This design comes from an exercise in tuning for small area, a short achievable clock period and few clock cycles per item on the open sky130 flow, not from production work. Function was checked by simulation only, so behaviour that the tests miss may differ from the original.

==> flow/design.v (excerpt) <==
module blowfish_dec_iter (
  input  logic         clk,
  input  logic         rst_n,
  input  logic         in_valid,
  output logic         in_ready,
  input  logic [63:0]  ct,
  input  logic [448:0] key,
  output logic         out_valid,
  input  logic         out_ready,
  output logic [63:0]  pt
);
  function automatic logic [31:0] kw(input logic [447:0] k, input int n);
    kw = k[32*(14-n) +: 32];
  endfunction
  function automatic logic [31:0] pc(input int n);
    pc = blowfish_pkg::P_ARRAY[32*(18-n) +: 32];
  endfunction
  function automatic logic [31:0] pr(input logic [3:0] r);
    pr = 32'd0;
    for (int i = 0; i < 16; i++) begin
      if (r == 4'(i)) pr = pc(16 - i);
    end
  endfunction
  logic [31:0] t1_q, u1_q;
  logic        v1_q, d1_q, f1_q, q1_q;
  logic [3:0]  c1_q;
  localparam int FLo = 16;
  logic [31-FLo:0] s1h_q, s2h_q, s3h_q;
  logic [FLo-1:0]  zl_q;
  logic            cl_q;
  logic [31:0]     s4_q, up2_q, tp2_q;
  logic        v2_q, d2_q, f2_q, q2_q;
  logic [3:0]  c2_q;
  logic [31:0] ring_q [28];
  logic [63:0] pt_q;
  logic        out_valid_q, ld_q, rdy_q, acc_seq_q, head_seq_q;
  logic        ld_d;
  logic [31-FLo:0] sb1h, sb2h, sb3h;
  logic [FLo-1:0]  sbzl;
  logic            sbcl;
  logic [31:0]     par, sb4, f, tn;
  logic        fin2, cand, leave, head_seq_d, out_valid_d;
  logic        unused_key_msb;
  assign unused_key_msb = key[448];
  assign par = ring_q[0] ^ pr(c1_q);
  feistel_sbox u_sbox (
    .x   (t1_q),
    .s1h (sb1h),
    .s2h (sb2h),
    .s3h (sb3h),
    .s4  (sb4),
    .zl  (sbzl),
    .cl  (sbcl)
  );
  always_ff @(posedge clk) begin
  ...
Size: roughly 4100 cells after synthesis, about 1200 flip-flops, about 0.046 mm^2 of cells after synthesis.
Settings: LEC_CHECK=0, CAP_MARGIN=0, CORE_MARGIN=2, CORE_UTILIZATION=60, CTS_BUF_LIST=sky130_fd_sc_hd__clkbuf_16, CTS_CLUSTER_DIAMETER=100, CTS_CLUSTER_SIZE=30, SLEW_MARGIN=0, TNS_END_PERCENT=30; clock period 12.5 ns.
standard.sh (not shown) runs the stock make flow with config.mk's settings and CLKGATE_MAP_FILE= SYNTH_SCRIPT=/design/flow/synth_recipe.tcl, a recipe that flattens the netlist after the stock synthesis.
==> flow/flow/run.sh <==
#!/bin/bash
# The standard layout, with two changes to how it is made: the port buffers are the smallest
# buffer (buf_1) and timing repair aims for more setup slack than the clock period needs.
# make's full output goes to standard.log; each ORFS step logs under orfs/logs/.
set -euo pipefail
bash standard.sh \
  "BUFFER_PORTS_ARGS=-buffer_cell sky130_fd_sc_hd__buf_1" \
  "SETUP_SLACK_MARGIN=${FLOW_SETUP_MARGIN:-9}" \
  finish > standard.log 2>&1
Testbench counts at the start, summed over its fixed seeds: cycles 5,168, items 320.
Change:
--- a/flow/config.mk
+++ b/flow/config.mk
@@ -6,4 +6,5 @@
 export NUM_CORES = 4
 export LEC_CHECK = 0
+export ABC_AREA = 1
 export CAP_MARGIN = 0
 export CORE_MARGIN = 2
Die area rose by about 3.3%.
Global-route usage rises by 6.0 points.
Fmax goes up by 6.7%.
Non-clock buffer count shrinks by 68.
Critical path depth drops by 20.
Final area increases by 1.4%.
Change:
--- a/flow/flow/run.sh
+++ b/flow/flow/run.sh
@@ -6,4 +6,4 @@
 bash standard.sh \
   "BUFFER_PORTS_ARGS=-buffer_cell sky130_fd_sc_hd__buf_1" \
-  "SETUP_SLACK_MARGIN=${FLOW_SETUP_MARGIN:-9}" \
+  "SETUP_SLACK_MARGIN=${FLOW_SETUP_MARGIN:-8}" \
   finish > standard.log 2>&1
--- a/flow/config.mk
+++ b/flow/config.mk
@@ -6,5 +6,4 @@
 export NUM_CORES = 4
 export LEC_CHECK = 0
-export ABC_AREA = 1
 export CAP_MARGIN = 0
 export CORE_MARGIN = 2
@@ -14,3 +13,2 @@
 export CTS_CLUSTER_SIZE = 30
 export SLEW_MARGIN = 0
-export TNS_END_PERCENT = 30
What happened:
- The changed run completed with no timing, DRC or antenna violations
- sequential share of layout area came out higher by 3.3 points
- die area fell by a few percent
- via count drops by a quarter to a third
- clock skew climbs by 0.0066 ns
- final cell count goes down by a quarter to a third
- routed wire length went down by about a fifth
Change:
--- a/flow/flow/run.sh
+++ b/flow/flow/run.sh
@@ -6,4 +6,4 @@
 bash standard.sh \
   "BUFFER_PORTS_ARGS=-buffer_cell sky130_fd_sc_hd__buf_1" \
-  "SETUP_SLACK_MARGIN=${FLOW_SETUP_MARGIN:-8}" \
+  "SETUP_SLACK_MARGIN=${FLOW_SETUP_MARGIN:-8.5}" \
   finish > standard.log 2>&1
--- a/flow/config.mk
+++ b/flow/config.mk
@@ -8,5 +8,5 @@
 export CAP_MARGIN = 0
 export CORE_MARGIN = 2
-export CORE_UTILIZATION = 60
+export CORE_UTILIZATION = 50
 export CTS_BUF_LIST = sky130_fd_sc_hd__clkbuf_16
 export CTS_CLUSTER_DIAMETER = 100
After rerunning:
- design area increases by about 2.3%
- wire length rose by about 2.2%
- fmax climbs by about 2.5%
- global-route usage is lower by 4.4 points
- final cell count is higher by 3.7%
- count of clock-buffer cells in the layout came out lower by 1
- core utilization fell by 10 points
- die area goes up by 20%

---

## juniper
blowfish_dec_iter, a different RTL version from the one above (not shown whole).
Size in the first run: ~4100 cells after synthesis, about 1200 flip-flops, roughly 580 I/O pins, about 46000 um^2 of cells after synthesis.
==> flow/config.mk <==
export PLATFORM = sky130hd
export DESIGN_NAME = blowfish_dec_iter
export DESIGN_NICKNAME = blowfish_dec_iter
export VERILOG_FILES = /design/flow/design.v
export SDC_FILE = /design/flow/constraint.sdc
export NUM_CORES = 4
export LEC_CHECK = 0
export CAP_MARGIN = 0
export CORE_MARGIN = 2
export CORE_UTILIZATION = 60
export CTS_BUF_LIST = sky130_fd_sc_hd__clkbuf_8
export SLEW_MARGIN = 0
==> flow/constraint.sdc <==
create_clock -name core_clock -period 12.5 [get_ports {clk}]
set_input_delay 2.5000 -clock core_clock [delete_from_list [all_inputs] [get_ports {clk}]]
set_output_delay 2.5000 -clock core_clock [all_outputs]
set_load 0.01 [all_outputs]
==> flow/flow/run.sh <==
#!/bin/bash
# The standard layout, with two changes to how it is made: the port buffers are the smallest
# buffer (buf_1) and timing repair aims for more setup slack than the clock period needs.
# make's full output goes to standard.log; each ORFS step logs under orfs/logs/.
set -euo pipefail
bash standard.sh \
  "BUFFER_PORTS_ARGS=-buffer_cell sky130_fd_sc_hd__buf_1" \
  "SETUP_SLACK_MARGIN=${FLOW_SETUP_MARGIN:-10}" \
  finish > standard.log 2>&1
Testbench counts of juniper, summed over its fixed seeds: cycles 5,168, items 320.
#### Input delta (xenon over juniper)
# juniper
export LEC_CHECK = 0
export CAP_MARGIN = 0
export CORE_MARGIN = 2
export CORE_UTILIZATION = 60
export CTS_BUF_LIST = sky130_fd_sc_hd__clkbuf_8
export SLEW_MARGIN = 0
create_clock -name core_clock -period 12.5 [get_ports {clk}]
# xenon
export LEC_CHECK = 0
export CAP_MARGIN = 20
export CORE_MARGIN = 2
export CORE_UTILIZATION = 40
export SLEW_MARGIN = 20
create_clock -name core_clock -period 12.5 [get_ports {clk}]
==> flow/run.sh (new file) <==
#!/bin/bash
# synth_recipe.tcl (not shown) runs the flow's synth.tcl, then flattens the netlist and writes it again
# the make line also repeats each setting of config.mk as NAME=value (left out here)
make -C /OpenROAD-flow-scripts/flow DESIGN_CONFIG=/design/flow/config.mk WORK_HOME=/design/flow/orfs CLKGATE_MAP_FILE= SYNTH_SCRIPT=/design/flow/synth_recipe.tcl finish
removed: flow/flow/run.sh
removed: flow/standard.sh
Findings:
juniper has a lower area of the core than xenon. xenon: PASS, flow complete, no timing, DRC or antenna violations. Compared with juniper, in xenon area taken by flip-flops and latches fell about 0.5%; average routed wire per standard cell fell about 10%; total area of multi-input combinational cells fell 5000 um^2. Compared xenon vs juniper, and x dimension of the die is up in xenon.

## afterwards: timing with drivers on the ports
The results above use ideal ports. As a check the final layouts listed here were re-extracted and re-timed, cells and wires unchanged.
Step 1 (the two cells are an assumption about what drives the block):
set clk [get_ports {clk}]
set_driving_cell -lib_cell sky130_fd_sc_hd__clkbuf_16 $clk
set_driving_cell -lib_cell sky130_fd_sc_hd__buf_2 [delete_from_list [all_inputs] $clk]
Step 2, shift: input delay + t, output delay - t, t = (earliest + latest rising clock arrival at the registers) / 2. This alone moves slack from input paths to output paths.
a / b / c = ideal / step 1 / step 2; a / b = the first two.
run | t (ns) | slack for setup (ns) | worst setup path after step 2
the first run of note 1 | 0.718 | 8.286 / 8.286 / 8.232 | input to register
the second run of note 1 | 0.733 | 8.551 / 8.476 / 8.447 | input to register
the third run of note 1 | 0.710 | 8.127 / 8.127 / 8.127 | register to register
the fourth run of note 1 | 0.754 | 8.234 / 8.234 / 8.196 | input to register
juniper | 0.912 | 8.284 / 8.284 / 8.284 | register to register
xenon | 0.765 | 7.371 / 7.371 / 7.371 | register to register
After both steps every run listed still meets setup and hold. The setup slack of the second run of note 1, which loses most, moves by -0.075 ns with the drivers and by -0.104 ns with both steps.
